This design comes from an exercise in tuning for a short achievable clock period and few clock cycles on the open sky130 flow, not from production work.
Only simulation tests tie the RTL to the original design; equivalence was not proved.
Power is estimated from default activity; no workload was simulated.

## design/flow/flow/run.sh

```bash
#!/bin/bash
# The standard layout (the standard.sh: ORFS synthesis through finish),
# with two changes to how timing is repaired:
#  - MATCH_CELL_FOOTPRINT=0 lets the resizer swap a cell for a stronger one of
#    another footprint (sky130hd's platform default keeps the footprint);
#  - SETUP_SLACK_MARGIN=5.5 keeps repair working past the design's period.
# The design, clock period, constraints and synthesis are unchanged.
set -euo pipefail
cd "$(dirname "$0")/.."
bash standard.sh MATCH_CELL_FOOTPRINT=0 SETUP_SLACK_MARGIN=5.5 finish > standard_finish.log 2>&1
```

## design/flow/design.v

```verilog
`default_nettype none
package cpu_pkg;
	localparam logic [5:0] OP_ALU  = 6'd0;
	localparam logic [5:0] OP_LWI  = 6'd2;
	localparam logic [5:0] OP_SWI  = 6'd3;
	localparam logic [5:0] OP_BEQ  = 6'd4;
	localparam logic [5:0] OP_ADDI = 6'd8;
	localparam int NT = 8;
	localparam int NC = 16;
	localparam int CW = $clog2(NC);
	localparam int DECW = 17;
	typedef logic [16:0] dec_t;
	localparam int D_ALU  = 16;   
	localparam int D_ADDI = 15;
	localparam int D_LW   = 14;
	localparam int D_SW   = 13;
	localparam int D_CBR  = 12;   
	localparam int D_JMP  = 11;   
	localparam int D_NOP  = 10;
	localparam int D_SUB  = 9;
	localparam int D_AR   = 8;    
	localparam int D_AND  = 7;
	localparam int D_OR   = 6;
	localparam int D_XOR  = 5;
	function automatic dec_t decode(input logic [31:0] w);
		dec_t d;
		logic [5:0] op;
		logic [4:0] sf;
		logic       alu;
		op     = w[31:26];
		sf     = w[4:0];
		alu    = (op == OP_ALU) && (sf <= 5'd4);
		d[D_ALU]  = alu;
		d[D_ADDI] = (op == OP_ADDI);
		d[D_LW]   = (op == OP_LWI);
		d[D_SW]   = (op == OP_SWI);
		d[D_CBR]  = (op == OP_BEQ) && (w[25:21] != w[20:16]);
		d[D_JMP]  = (op == OP_BEQ) && (w[25:21] == w[20:16]);
		d[D_NOP]  = !(alu || op == OP_ADDI || op == OP_LWI || op == OP_SWI || op == OP_BEQ);
		d[D_SUB]  = alu && (sf == 5'd1);
		d[D_AR]   = (alu && (sf <= 5'd1)) || op == OP_ADDI || op == OP_LWI || op == OP_SWI;
		d[D_AND] = alu && (sf == 5'd2);
		d[D_OR]  = alu && (sf == 5'd3);
		d[D_XOR] = alu && (sf == 5'd4);
		d[4:0]   = (op == OP_ALU) ? w[15:11] : w[25:21];
		decode = d;
	endfunction
	function automatic logic issues(input dec_t d);
		issues = d[D_ALU] || d[D_ADDI] || d[D_LW] || d[D_SW] || d[D_CBR];
	endfunction
	function automatic logic writes(input dec_t d);
		writes = d[D_ALU] || d[D_ADDI] || d[D_LW];
	endfunction
	function automatic logic uses_a(input dec_t d);
		uses_a = d[D_ALU] || d[D_ADDI] || d[D_LW] || d[D_SW] || d[D_CBR];
	endfunction
	function automatic logic uses_b(input dec_t d);
		uses_b = d[D_ALU] || d[D_SW] || d[D_CBR];
	endfunction
	function automatic logic has_imm(input dec_t d);
		has_imm = d[D_ADDI] || d[D_LW] || d[D_SW];
	endfunction
	function automatic logic pairable(input logic [31:0] wx, input dec_t x,
		input logic [31:0] wy, input dec_t y);
		logic dep;
		dep = writes(x) &&
			((uses_a(y) && wy[20:16] == wx[25:21]) || (uses_b(y) && y[4:0] == wx[25:21]));
		pairable = issues(x) && issues(y) && !dep &&
			!((x[D_LW] || x[D_SW]) && (y[D_LW] || y[D_SW]));
	endfunction
endpackage
`default_nettype wire
`default_nettype none
module pipeline_top (
	input  logic        clk,
	input  logic        rst_n,
	input  logic [31:0] instruction,
	output logic        im_read,
	output logic [9:0]  im_address,
	output logic        dm_read,
	output logic        dm_write,
	output logic [11:0] dm_address,
	output logic [31:0] dm_in,
	input  logic [31:0] dm_out,
	output logic        alu_overflow
);
	localparam int NT = cpu_pkg::NT;
	localparam int TW = $clog2(NT);
	localparam int NC = cpu_pkg::NC;
	localparam int CW = cpu_pkg::CW;
	logic [9:0]  pc_f;
	logic        fetch_on;
	logic           v_d;       
	logic           pr_d;      
	logic [31:0]    w0, w1;
	cpu_pkg::dec_t  d0, d1;
	logic [9:0]     pc0, pc1;
	logic [9:0]     pn_d;      
	logic [9:0]     jt_d;      
	logic [9:0]     pp_d;      
	logic           pok_d;     
	logic           ppr_d;     
	logic           psg_d;     
	logic [31:0]    pw_d;      
	cpu_pkg::dec_t  pdec_d;
	logic [9:0]     ppc_d;     
	logic [1:0]        e_wr, e_wrnl, e_ld, e_st, e_cb, e_ov;
	logic [1:0]        e_sub, e_and, e_or, e_xor, e_ar;
	logic [1:0][4:0]   e_dest;
	logic [1:0][31:0]  e_a, e_b, e_sd;
	logic [1:0]        e_fa1s, e_fa1l, e_fa0s, e_fa0l, e_fan;
	logic [1:0]        e_fb1s, e_fb1l, e_fb0s, e_fb0l, e_fbn;
	logic [1:0]        e_fs0, e_fs1;
	logic [1:0]        e_qa1, e_qa0, e_qb1, e_qb0, e_qbn;
	logic [1:0][9:0]   e_tgt;
	logic [1:0]        m_wr, m_ld;
	logic              m_rd, m_st, m_ovf;
	logic [1:0][4:0]   m_dest;
	logic [31:0]       m_we0, m_we1;    
	logic [1:0][31:0]  m_sum, m_lg, m_res;
	logic [1:0]        m_isar;
	logic [11:0] m_addr;
	logic [31:0] m_sd;
	logic [2:0]  ovf_pend;
	logic [31:0] rf [32];
	logic [NT-1:0] t_v;
	logic [9:0]    t_key [NT];
	logic [9:0]    t_nx  [NT];
	logic [TW-1:0] t_ptr;
	logic [NC-1:0]  c_v;
	logic [9-CW:0]  c_tag [NC];
	logic [31:0]    c_w1 [NC];
	cpu_pkg::dec_t  c_d1 [NC];
	logic [9:0]     c_pc1 [NC];
	logic [9:0]     c_nx [NC];
	logic [NT-1:0] t_hit;
	logic [9:0]    t_pred;
	logic [9:0]    pn_f;
	logic [CW-1:0] ci;
	logic          c_hit;
	always_comb begin
		t_pred = '0;
		for (int i = 0; i < NT; i++) begin
			t_hit[i] = t_v[i] && (t_key[i] == pc_f);
			t_pred   = t_pred | ({10{t_hit[i]}} & t_nx[i]);
		end
		pn_f = (|t_hit) ? t_pred : pc_f + 10'd1;
	end
	assign ci    = pc_f[CW-1:0];
	assign c_hit = c_v[ci] && (c_tag[ci] == pc_f[9:CW]);
	cpu_pkg::dec_t f_dec;
	assign f_dec = cpu_pkg::decode(instruction);
	assign im_address = pc_f;
	assign im_read    = fetch_on;
	logic [4:0] ra0, ra1, s20, s21, rt0, rt1;
	assign ra0 = w0[20:16];
	assign ra1 = w1[20:16];
	assign rt0 = w0[25:21];
	assign rt1 = w1[25:21];
	assign s20 = d0[4:0];
	assign s21 = d1[4:0];
	logic is0, is1;
	assign is0 = v_d && cpu_pkg::issues(d0);
	assign is1 = v_d && pr_d;
	function automatic logic ld_hit(input logic [4:0] r);
		ld_hit = (e_ld[0] && e_dest[0] == r) || (e_ld[1] && e_dest[1] == r);
	endfunction
	logic haz0, haz1, stall;
	assign haz0 = (cpu_pkg::uses_a(d0) && ld_hit(ra0)) || (cpu_pkg::uses_b(d0) && ld_hit(s20));
	assign haz1 = (cpu_pkg::uses_a(d1) && ld_hit(ra1)) || (cpu_pkg::uses_b(d1) && ld_hit(s21));
	assign stall = (is0 && (haz0 || pend_next != 3'd0)) ||
		(is1 && (haz1 || (d0[cpu_pkg::D_AR] && d1[cpu_pkg::D_SW] && e_ov[0] && e_ov[1])));
	logic [1:0][31:0] m_val;
	assign m_res[0] = m_isar[0] ? m_sum[0] : m_lg[0];
	assign m_res[1] = m_isar[1] ? m_sum[1] : m_lg[1];
	assign m_val[0] = m_ld[0] ? dm_out : m_res[0];
	assign m_val[1] = m_ld[1] ? dm_out : m_res[1];
	function automatic logic [31:0] rd_val(input logic [4:0] r);
		if (m_wr[1] && m_dest[1] == r)      rd_val = m_val[1];
		else if (m_wr[0] && m_dest[0] == r) rd_val = m_val[0];
		else                                rd_val = rf[r];
	endfunction
	function automatic logic fw1(input logic [4:0] r);
		fw1 = e_wrnl[1] && e_dest[1] == r;
	endfunction
	function automatic logic fw0(input logic [4:0] r);
		fw0 = e_wrnl[0] && e_dest[0] == r && !(e_wr[1] && e_dest[1] == r);
	endfunction
	logic [31:0] a_v0, b_v0, a_v1, b_v1;
	assign a_v0 = rd_val(ra0);
	assign b_v0 = rd_val(s20);
	assign a_v1 = rd_val(ra1);
	assign b_v1 = rd_val(s21);
	logic [1:0][31:0] A, Bx, sum, res, SD;
	logic [1:0]       ovr, eq;
	logic             eq_m10;
	assign eq_m10 = (m_res[0] == m_res[1]);
	for (genvar k = 0; k < 2; k++) begin : g_ex
		assign A[k]  = ({32{e_fa1s[k]}} & m_sum[1]) | ({32{e_fa1l[k]}} & m_lg[1]) |
			({32{e_fa0s[k]}} & m_sum[0]) | ({32{e_fa0l[k]}} & m_lg[0]) |
			({32{e_fan[k]}} & e_a[k]);
		assign Bx[k] = (({32{e_fb1s[k]}} & m_sum[1]) | ({32{e_fb1l[k]}} & m_lg[1]) |
			({32{e_fb0s[k]}} & m_sum[0]) | ({32{e_fb0l[k]}} & m_lg[0]) |
			({32{e_fbn[k]}} & e_b[k])) ^ {32{e_sub[k]}};
		assign SD[k] = e_fs1[k] ? m_res[1] : (e_fs0[k] ? m_res[0] : e_sd[k]);
		logic [32:0] pg_g [7];
		logic [32:0] pg_p [7];
		assign pg_g[0] = {A[k] & Bx[k], e_sub[k]};
		assign pg_p[0] = {A[k] ^ Bx[k], 1'b0};
		for (genvar l = 0; l < 6; l++) begin : g_pfx
			for (genvar i = 0; i < 33; i++) begin : g_bit
				if (i >= (1 << l)) begin : g_op
					assign pg_g[l+1][i] = pg_g[l][i] | (pg_p[l][i] & pg_g[l][i - (1 << l)]);
					assign pg_p[l+1][i] = pg_p[l][i] & pg_p[l][i - (1 << l)];
				end else begin : g_pass
					assign pg_g[l+1][i] = pg_g[l][i];
					assign pg_p[l+1][i] = pg_p[l][i];
				end
			end
		end
		assign sum[k] = pg_p[0][32:1] ^ pg_g[6][31:0];
		assign res[k] = ({32{e_and[k]}} & (A[k] & Bx[k])) |
			({32{e_or[k]}} & (A[k] | Bx[k])) | ({32{e_xor[k]}} & (A[k] ^ Bx[k]));
		assign ovr[k] = e_ov[k] && (A[k][31] == Bx[k][31]) && (sum[k][31] != A[k][31]);
		logic na;
		assign na    = !e_qa1[k] && !e_qa0[k];
		assign eq[k] = (e_qa1[k] && e_qb1[k]) || (e_qa0[k] && e_qb0[k]) ||
			(((e_qa1[k] && e_qb0[k]) || (e_qa0[k] && e_qb1[k])) && eq_m10) ||
			(e_qa1[k] && e_qbn[k] && (m_res[1] == e_b[k])) ||
			(e_qa0[k] && e_qbn[k] && (m_res[0] == e_b[k])) ||
			(na && e_qb1[k] && (e_a[k] == m_res[1])) ||
			(na && e_qb0[k] && (e_a[k] == m_res[0])) ||
			(na && e_qbn[k] && (e_a[k] == e_b[k]));
	end
	logic r0, r1, e_redir;
	logic [9:0] e_tg;
	assign r0      = e_cb[0] && eq[0];
	assign r1      = e_cb[1] && eq[1] && !r0;
	assign e_redir = r0 || r1;
	assign e_tg    = r0 ? e_tgt[0] : e_tgt[1];
	logic d_redir;
	assign d_redir = v_d && !pr_d && d0[cpu_pkg::D_JMP] && (pn_d != jt_d) && !e_redir;
	logic          fold_x, l_fold, l_jmp, l_en;
	logic [9:0]    l_key, l_nx;
	logic [NT-1:0] l_hit;
	assign fold_x = v_d && !pr_d && (d0[cpu_pkg::D_JMP] || d0[cpu_pkg::D_NOP]);
	assign l_fold = fold_x && pok_d;
	assign l_jmp  = v_d && !pr_d && d0[cpu_pkg::D_JMP] && !l_fold;
	assign l_en   = l_fold || l_jmp;
	assign l_key  = l_fold ? pp_d : pc0;
	assign l_nx   = d0[cpu_pkg::D_JMP] ? jt_d : pn_d;
	logic       lq_en;
	logic [9:0] lq_key, lq_nx;
	always_ff @(posedge clk or negedge rst_n) begin
		if (!rst_n) begin
			lq_en  <= 1'b0;
			lq_key <= '0;
			lq_nx  <= '0;
		end else begin
			lq_en  <= l_en;
			lq_key <= l_key;
			lq_nx  <= l_nx;
		end
	end
	always_comb begin
		for (int i = 0; i < NT; i++) l_hit[i] = t_v[i] && (t_key[i] == lq_key);
	end
	always_ff @(posedge clk or negedge rst_n) begin
		if (!rst_n) begin
			t_v   <= '0;
			t_ptr <= '0;
			for (int i = 0; i < NT; i++) begin
				t_key[i] <= '0;
				t_nx[i]  <= '0;
			end
		end else if (lq_en) begin
			if (|l_hit) begin
				for (int i = 0; i < NT; i++) if (l_hit[i]) t_nx[i] <= lq_nx;
			end else begin
				t_v[t_ptr]   <= 1'b1;
				t_key[t_ptr] <= lq_key;
				t_nx[t_ptr]  <= lq_nx;
				t_ptr        <= t_ptr + 1'b1;
			end
		end
	end
	logic          c_fill, c_relink;
	assign c_fill   = v_d && !pr_d && psg_d && pok_d &&
		cpu_pkg::pairable(pw_d, pdec_d, w0, d0);
	assign c_relink = l_fold && ppr_d;
	logic          q_fill, q_relink;
	logic [9:0]    q_pc, q_pc1, q_nx;
	logic [31:0]   q_w1;
	cpu_pkg::dec_t q_d1;
	always_ff @(posedge clk or negedge rst_n) begin
		if (!rst_n) begin
			q_fill   <= 1'b0;
			q_relink <= 1'b0;
		end else begin
			q_fill   <= c_fill;
			q_relink <= c_relink && !c_fill;
		end
	end
	always_ff @(posedge clk) begin
		q_pc  <= ppc_d;
		q_w1  <= w0;
		q_d1  <= d0;
		q_pc1 <= pc0;
		q_nx  <= c_fill ? pn_d : l_nx;
	end
	always_ff @(posedge clk or negedge rst_n) begin
		if (!rst_n) begin
			c_v <= '0;
		end else if (q_fill) begin
			c_v[q_pc[CW-1:0]] <= 1'b1;
		end
	end
	always_ff @(posedge clk) begin
		if (q_fill) begin
			c_tag[q_pc[CW-1:0]] <= q_pc[9:CW];
			c_w1[q_pc[CW-1:0]]  <= q_w1;
			c_d1[q_pc[CW-1:0]]  <= q_d1;
			c_pc1[q_pc[CW-1:0]] <= q_pc1;
			c_nx[q_pc[CW-1:0]]  <= q_nx;
		end else if (q_relink && c_tag[q_pc[CW-1:0]] == q_pc[9:CW]) begin
			c_nx[q_pc[CW-1:0]]  <= q_nx;
		end
	end
	logic [9:0] last_pc;
	assign last_pc = pr_d ? pc1 : pc0;
	always_ff @(posedge clk or negedge rst_n) begin
		if (!rst_n) begin
			pc_f     <= '0;
			fetch_on <= 1'b0;
			v_d      <= 1'b0;
			pok_d    <= 1'b0;
			ppr_d    <= 1'b0;
			psg_d    <= 1'b0;
		end else begin
			fetch_on <= 1'b1;
			if (e_redir) begin
				pc_f  <= e_tg;
				v_d   <= 1'b0;
				pok_d <= 1'b0;
				ppr_d <= 1'b0;
				psg_d <= 1'b0;
			end else if (d_redir) begin
				pc_f  <= jt_d;
				v_d   <= 1'b0;
				pok_d <= 1'b0;
				ppr_d <= 1'b0;
				psg_d <= 1'b0;
			end else if (!stall) begin
				pc_f  <= c_hit ? c_nx[ci] : pn_f;
				v_d   <= 1'b1;
				pok_d <= v_d && !(!pr_d && d0[cpu_pkg::D_JMP]);
				ppr_d <= v_d && pr_d;
				psg_d <= v_d && !pr_d && cpu_pkg::issues(d0);
			end
		end
	end
	always_ff @(posedge clk or negedge rst_n) begin
		if (!rst_n) begin
			pr_d     <= 1'b0;
			w0       <= '0;
			w1       <= '0;
			d0       <= '0;
			d1       <= '0;
			pc0      <= '0;
			pc1      <= '0;
			pn_d     <= '0;
			jt_d     <= '0;
			pp_d     <= '0;
			pw_d     <= '0;
			pdec_d   <= '0;
			ppc_d    <= '0;
		end else if (!stall) begin
			pc0    <= pc_f;
			jt_d   <= pc_f + instruction[9:0];
			pp_d   <= last_pc;
			pw_d   <= w0;
			pdec_d <= d0;
			ppc_d  <= pc0;
			w0     <= instruction;
			d0     <= f_dec;
			w1     <= c_w1[ci];
			d1     <= c_d1[ci];
			pc1    <= c_pc1[ci];
			pr_d   <= c_hit;
			pn_d   <= c_hit ? c_nx[ci] : pn_f;
		end
	end
	logic [1:0]                go;
	logic [1:0][31:0]          w;
	logic [1:0][16:0] dd;
	logic [1:0][31:0]          av, bv;
	logic [1:0][9:0]           pcs;
	assign go[0]  = is0 && !stall && !e_redir;
	assign go[1]  = is1 && !stall && !e_redir;
	assign w[0]   = w0;
	assign w[1]   = w1;
	assign dd[0]  = d0;
	assign dd[1]  = d1;
	assign av[0]  = a_v0;
	assign av[1]  = a_v1;
	assign bv[0]  = b_v0;
	assign bv[1]  = b_v1;
	assign pcs[0] = pc0;
	assign pcs[1] = pc1;
	always_ff @(posedge clk or negedge rst_n) begin
		if (!rst_n) begin
			e_wr   <= '0;
			e_wrnl <= '0;
			e_ld   <= '0;
			e_st   <= '0;
			e_cb   <= '0;
			e_ov   <= '0;
		end else begin
			for (int k = 0; k < 2; k++) begin
				e_wr[k]   <= go[k] && cpu_pkg::writes(dd[k]);
				e_wrnl[k] <= go[k] && (dd[k][cpu_pkg::D_ALU] || dd[k][cpu_pkg::D_ADDI]);
				e_ld[k]   <= go[k] && dd[k][cpu_pkg::D_LW];
				e_st[k]   <= go[k] && dd[k][cpu_pkg::D_SW];
				e_cb[k]   <= go[k] && dd[k][cpu_pkg::D_CBR];
				e_ov[k]   <= go[k] && dd[k][cpu_pkg::D_AR];
			end
		end
	end
	always_ff @(posedge clk) begin
		for (int k = 0; k < 2; k++) begin
			e_dest[k] <= w[k][25:21];
			e_a[k]    <= av[k];
			e_b[k]    <= cpu_pkg::has_imm(dd[k]) ? {{16{w[k][15]}}, w[k][15:0]} : bv[k];
			e_sd[k]   <= bv[k];
			e_fa1s[k]  <= fw1(w[k][20:16]) && e_ar[1];
			e_fa1l[k]  <= fw1(w[k][20:16]) && !e_ar[1];
			e_fa0s[k]  <= fw0(w[k][20:16]) && e_ar[0];
			e_fa0l[k]  <= fw0(w[k][20:16]) && !e_ar[0];
			e_fan[k]   <= !fw1(w[k][20:16]) && !fw0(w[k][20:16]);
			e_fb1s[k]  <= fw1(dd[k][4:0]) && !cpu_pkg::has_imm(dd[k]) && e_ar[1];
			e_fb1l[k]  <= fw1(dd[k][4:0]) && !cpu_pkg::has_imm(dd[k]) && !e_ar[1];
			e_fb0s[k]  <= fw0(dd[k][4:0]) && !cpu_pkg::has_imm(dd[k]) && e_ar[0];
			e_fb0l[k]  <= fw0(dd[k][4:0]) && !cpu_pkg::has_imm(dd[k]) && !e_ar[0];
			e_fbn[k]   <= cpu_pkg::has_imm(dd[k]) || (!fw1(dd[k][4:0]) && !fw0(dd[k][4:0]));
			e_fs1[k]   <= fw1(dd[k][4:0]);
			e_fs0[k]   <= fw0(dd[k][4:0]);
			e_qa1[k]   <= fw1(w[k][20:16]);
			e_qa0[k]   <= fw0(w[k][20:16]);
			e_qb1[k]   <= fw1(dd[k][4:0]);
			e_qb0[k]   <= fw0(dd[k][4:0]);
			e_qbn[k]   <= !fw1(dd[k][4:0]) && !fw0(dd[k][4:0]);
			e_sub[k]  <= dd[k][cpu_pkg::D_SUB];
			e_ar[k]   <= dd[k][cpu_pkg::D_AR];
			e_and[k]  <= dd[k][cpu_pkg::D_AND];
			e_or[k]   <= dd[k][cpu_pkg::D_OR];
			e_xor[k]  <= dd[k][cpu_pkg::D_XOR];
			e_tgt[k]  <= pcs[k] + w[k][9:0];
		end
	end
	logic k1;
	assign k1 = !r0;
	logic [1:0] m_o;
	logic [2:0] pend_next;
	always_comb begin
		pend_next = ovf_pend + {2'b0, m_o[0]} + {2'b0, m_o[1]} - {2'b0, m_ovf};
	end
	always_ff @(posedge clk or negedge rst_n) begin
		if (!rst_n) begin
			m_wr     <= '0;
			m_we0    <= '0;
			m_we1    <= '0;
			m_ld     <= '0;
			m_rd     <= 1'b0;
			m_st     <= 1'b0;
			m_ovf    <= 1'b0;
			m_o      <= '0;
			ovf_pend <= '0;
		end else begin
			m_wr[0]  <= e_wr[0];
			m_wr[1]  <= e_wr[1] && k1;
			for (int i = 0; i < 32; i++) begin
				m_we1[i] <= e_wr[1] && k1 && e_dest[1] == 5'(i);
				m_we0[i] <= e_wr[0] && e_dest[0] == 5'(i) && !(e_wr[1] && k1 && e_dest[1] == 5'(i));
			end
			m_ld[0]  <= e_ld[0];
			m_ld[1]  <= e_ld[1] && k1;
			m_rd     <= e_ld[0] || (e_ld[1] && k1);
			m_st     <= e_st[0] || (e_st[1] && k1);
			m_o[0]   <= ovr[0];
			m_o[1]   <= ovr[1] && k1;
			m_ovf    <= (pend_next != 3'd0) || ovr[0] || (ovr[1] && k1);
			ovf_pend <= pend_next;
		end
	end
	always_ff @(posedge clk) begin
		m_dest <= e_dest;
		m_sum  <= sum;
		m_lg   <= res;
		m_isar <= e_ar;
	end
	always_ff @(posedge clk) begin
		if (e_ld[0] || e_st[0])      m_addr <= sum[0][11:0];
		else if (e_ld[1] || e_st[1]) m_addr <= sum[1][11:0];
		if (e_st[0])      m_sd <= SD[0];
		else if (e_st[1]) m_sd <= SD[1];
	end
	assign dm_read      = m_rd;
	assign dm_write     = m_st;
	assign dm_address   = m_addr;
	assign dm_in        = m_sd;
	assign alu_overflow = m_ovf;
	always_ff @(posedge clk or negedge rst_n) begin
		if (!rst_n) begin
			for (int i = 0; i < 32; i++) rf[i] <= '0;
		end else begin
			for (int i = 0; i < 32; i++) begin
				if (m_we1[i])      rf[i] <= m_val[1];
				else if (m_we0[i]) rf[i] <= m_val[0];
			end
		end
	end
endmodule
`default_nettype wire
```

## design/flow/config.mk

```make
export PLATFORM = sky130hd
export DESIGN_NAME = pipeline_top
export DESIGN_NICKNAME = pipeline_top
export VERILOG_FILES = /design/flow/design.v
export SDC_FILE = /design/flow/constraint.sdc
export NUM_CORES = 4
export LEC_CHECK = 0
export CAP_MARGIN = 20
export CORE_MARGIN = 2
export CORE_UTILIZATION = 40
export SLEW_MARGIN = 20
```

## design/flow/standard.sh

```bash
#!/bin/bash
# synth_recipe.tcl (not shown) runs the flow's synth.tcl, then flattens the netlist and writes it again
# the make line also repeats each setting of config.mk as NAME=value (left out here)
make -C /OpenROAD-flow-scripts/flow DESIGN_CONFIG=/design/flow/config.mk WORK_HOME=/design/flow/orfs CLKGATE_MAP_FILE= SYNTH_SCRIPT=/design/flow/synth_recipe.tcl "${@:-finish}"
```

## design/flow/constraint.sdc

```tcl
create_clock -name core_clock -period 8.5 [get_ports {clk}]
set_input_delay 1.7000 -clock core_clock [delete_from_list [all_inputs] [get_ports {clk}]]
set_output_delay 1.7000 -clock core_clock [all_outputs]
set_load 0.01 [all_outputs]
```

==> reports/metrics.csv, run 1 <==
metric;value;unit
flow.stopped_at;global routing (5_1_grt);
syn_avg_cell_area;10.6;µm²
placement.io_buffers;123;
yosysTopAreaCell;dfrtp_1;
initial_core_util;40.2;%
error_line;[ERROR GRT-0232] Routing congestion too high. Check the congestion heatmap in the GUI.;
synth_simple_gate_area_share;9.73;%
fp.dieW;646;µm
grt_max_degree;176;
status;stopped before the end;
yosysTopAreaCellShare;22.6;%
num_rows;235;
ys_seq_area_share;48.6;%
track_usage;53.6;%
postSynthCellCount;15600;
die_y;646;µm
synth_edf_count;1116;
gr-total-overflow;1;
synth_xor_xnor_area_share;4.21;%
async_reset_ff_share;48.6;%
synth.area.top_cells;dfrtp_1, edfxtp_1, mux2i_1, a22oi_1, dfxtp_1;
synth_compound_area_share;18.2;%
netlist-cell-type-count;82;
synth-main-ff-cell;dfrtp_1;
io_pins;124;
cts_made_buffers;341;
synth_nets;15800;
ys_ff_latch;3071;
clock_path_buffers;4;
hold_buffers;0;
synth.mux.area_fraction;14.1;%
root_buffer;clkbuf_16;
synth_adder_area_share;1.36;%
gp_congestion;1.11;
numClockSinks;3071;
syn_area;165000;µm²
yosysWarnings;8;
synth_top_family_by_area;compound AO/OA/AOI/OAI gates;
dpl.hpwl;593000;µm
h-tree-depth;5;
## layer usage
metal,overflow,global-route usage [%]
met4,0,44.0
met1,1,58.6
met3,0,39.6
met5,0,26.4
met2,0,65.5
## Yosys cell counts, types with 34 or more instances
cell type / count
clkbuf_1: 1140
ha_1: 171
buf_2: 39
mux2_2: 261
a22o_1: 335
dfxtp_1: 463
a211oi_1: 143
edfxtp_1: 1116
xor2_1: 209
a21o_1: 94
a222oi_1: 79
mux2i_1: 1146
o21ai_0: 1281
dfrtp_1: 1492
nor4_1: 136
buf_1: 220
mux4_2: 366
nand3_1: 145
nor3_1: 131
nand2_1: 2167
a21oi_1: 451
a22oi_1: 1459
o32ai_1: 67
inv_1: 232
nand2b_1: 34
xnor2_1: 584
nor2_1: 563
a221oi_1: 343
nand4_1: 371
## logic make-up after synthesis
logic type,count (synthesis)
compound gates,4415
simple gates,3697
flops,3071
mux,1808
buf+inv,1645
xor+xnor,793
fa+ha+maj,176
other cells,1
## power by group through the flow
stage / clock network (W) / logic [W] / registers, W
2_1_floorplan: 0 / 0.0131 / 0.0205
3_3_place_gp: 0 / 0.0200 / 0.0235
3_5_place_dp: 0 / 0.0201 / 0.0235
4_1_cts: 0.0154 / 0.0242 / 0.0231
## worst min-delay path by stage
stage,from,endpoint,depth (start not counted)
after floorplan,e_dest[5]$_DFF_P_,m_dest[5]$_DFF_P_,0
after global placement,d1[7]$_DFFE_PN0N_,e_and[1]$_DFF_P_,0
after detailed placement,ppc_d[1]$_DFFE_PN0N_,q_pc[1]$_DFF_P_,0
after CTS,d1[5]$_DFFE_PN0N_,e_xor[1]$_DFF_P_,0
## what timing repair did
action	in CTS
setup buffers	815
pin swaps	490
gates cloned	102
resized for setup	2049
endpoints found under the setup margin	1523
## stage by stage
stage               setup slack (ns)  instances  hold slack [ns]  instance area [µm²]
floorplan                       5.09      15600            0.329               166000
global placement                3.11      20300            0.353               174000
detailed placement              3.11      20300            0.351               174000
CTS                             4.73      21800            0.365               204000
Testbench counts, summed over its fixed seeds: cycles 71,726.
==> run 2: changes to the inputs <==
--- a/design/flow/design.v
+++ b/design/flow/design.v
@@ -116,3 +116,3 @@
 	logic [1:0]        m_wr, m_ld;
-	logic              m_rd, m_st, m_ovf;
+	logic              m_ovf;
 	logic [1:0][4:0]   m_dest;
@@ -152,3 +152,2 @@
 	assign f_dec = cpu_pkg::decode(instruction);
-	assign im_address = pc_f;
 	assign im_read    = fetch_on;
@@ -330,5 +329,15 @@
 	assign last_pc = pr_d ? pc1 : pc0;
+	logic [9:0] pc_nx;
+	assign pc_nx = e_redir ? e_tg : (d_redir ? jt_d : (stall ? pc_f : (c_hit ? c_nx[ci] : pn_f)));
+	always_ff @(posedge clk or negedge rst_n) begin
+		if (!rst_n) pc_f <= '0;
+		else        pc_f <= pc_nx;
+	end
+	logic [9:0] im_q;
+	always_ff @(posedge clk) begin
+		im_q <= rst_n ? pc_nx : '0;
+	end
+	assign im_address = im_q;
 	always_ff @(posedge clk or negedge rst_n) begin
 		if (!rst_n) begin
-			pc_f     <= '0;
 			fetch_on <= 1'b0;
@@ -341,3 +350,2 @@
 			if (e_redir) begin
-				pc_f  <= e_tg;
 				v_d   <= 1'b0;
@@ -347,3 +355,2 @@
 			end else if (d_redir) begin
-				pc_f  <= jt_d;
 				v_d   <= 1'b0;
@@ -353,3 +360,2 @@
 			end else if (!stall) begin
-				pc_f  <= c_hit ? c_nx[ci] : pn_f;
 				v_d   <= 1'b1;
@@ -472,4 +478,2 @@
 			m_ld     <= '0;
-			m_rd     <= 1'b0;
-			m_st     <= 1'b0;
 			m_ovf    <= 1'b0;
@@ -486,4 +490,2 @@
 			m_ld[1]  <= e_ld[1] && k1;
-			m_rd     <= e_ld[0] || (e_ld[1] && k1);
-			m_st     <= e_st[0] || (e_st[1] && k1);
 			m_o[0]   <= ovr[0];
@@ -506,7 +508,13 @@
 	end
-	assign dm_read      = m_rd;
-	assign dm_write     = m_st;
+	logic rd_q, st_q, ovf_q;
+	always_ff @(posedge clk) begin
+		rd_q  <= rst_n && (e_ld[0] || (e_ld[1] && k1));
+		st_q  <= rst_n && (e_st[0] || (e_st[1] && k1));
+		ovf_q <= rst_n && ((pend_next != 3'd0) || ovr[0] || (ovr[1] && k1));
+	end
+	assign dm_read      = rd_q;
+	assign dm_write     = st_q;
 	assign dm_address   = m_addr;
 	assign dm_in        = m_sd;
-	assign alu_overflow = m_ovf;
+	assign alu_overflow = ovf_q;
 	always_ff @(posedge clk or negedge rst_n) begin
--- a/design/flow/config.mk
+++ b/design/flow/config.mk
@@ -9,3 +9,3 @@
 export CORE_MARGIN = 2
-export CORE_UTILIZATION = 40
+export CORE_UTILIZATION = 35
 export SLEW_MARGIN = 20
==> reports/metrics.csv, run 2 <==
metric;value;unit
num_rows;252;
clock_path_buffers;4;
yosysWarnings;8;
netlist-cell-type-count;88;
yosysMostFrequentCell;nand2_1;
synth.area.top_cells;dfrtp_1, edfxtp_1, mux2i_1, dfxtp_1, mux4_2;
fp.dieW;690;µm
cts_made_buffers;338;
grt_max_degree;172;
ys_top_cells_by_count;nand2_1, dfrtp_1, o21ai_0, mux2i_1, edfxtp_1;
yosysTopAreaCellShare;22.6;%
yosysTopAreaCell;dfrtp_1;
root_buffer;clkbuf_16;
dpl.hpwl;578000;µm
synth_edf_count;1116;
h-tree-depth;5;
ys_seq_area_share;48.7;%
placed_cell_area;175000;µm²
numClockSinks;3082;
die_y;690;µm
error_line;[ERROR GRT-0232] Routing congestion too high. Check the congestion heatmap in the GUI.;
async_reset_ff_share;48.3;%
synth_nets;15400;
gp_congestion;1.14;
syn_avg_cell_area;10.9;µm²
synth-main-ff-cell;dfrtp_1;
ys_ff_latch;3082;
track_usage;49.4;%
status;stopped before the end;
gr-total-overflow;1;
flow.stopped_at;global routing (5_1_grt);
io_pins;124;
placement.io_buffers;123;
postSynthCellCount;15100;
syn_area;165000;µm²
initial_core_util;35.1;%
## run 2: cell count changes after synthesis, sizes merged, moves of 110 or more
cell    before   now
a22o       335   649
mux2       261   371
nor2       563   445
a221oi     343   658
a22oi     1459   865
nand2     2168  1700
## run 2: worst min-delay path by stage
stage,endpoint,slack (ns)
2_1_floorplan,m_dest[5]$_DFF_P_,0.33
3_3_place_gp,q_pc[0]$_DFF_P_,0.35
3_5_place_dp,q_pc[9]$_DFF_P_,0.35
4_1_cts,q_pc[3]$_DFF_P_,0.35
## run 2: cells by family after synthesis
family,count (synthesis),synth area share [%]
other,1,0.00227
adders and majority gates,176,1.36
and+or+nand+nor,3144,8.48
muxes,1880,14.5
buffers and inverters,1625,3.84
DFF,3082,48.7
AOI/OAI and AO/OA,4441,18.9
xor gates and xnor gates,796,4.23
## run 2: metal layers
metal	track usage [%]	overflow
met3	39.2	0
met1	52.6	0
met2	59.9	1
met4	39.6	0
met5	29.2	0
## run 2: stage by stage
step | instances | setup WS, ns
after detailed placement | 20600 | 2.80
after floorplan | 15100 | 5.16
after global placement | 20600 | 2.76
after CTS | 22400 | 4.67
## run 2: power by group through the flow
| stage | Clock, W | Sequential, W | Combinational (W) |
|---|---|---|---|
| floorplan | 0 | 0.0200 | 0.0121 |
| detailed placement | 0 | 0.0227 | 0.0183 |
| global placement | 0 | 0.0227 | 0.0182 |
| CTS | 0.0155 | 0.0223 | 0.0233 |
## run 2: timing repair
item | in CTS
pin swaps | 674
hold buffers | 0
cloned | 140
setup endpoints to repair | 1885
resized for setup | 2724
buffers inserted | 1019
Testbench counts of run 2, summed over its fixed seeds: cycles 71,726.
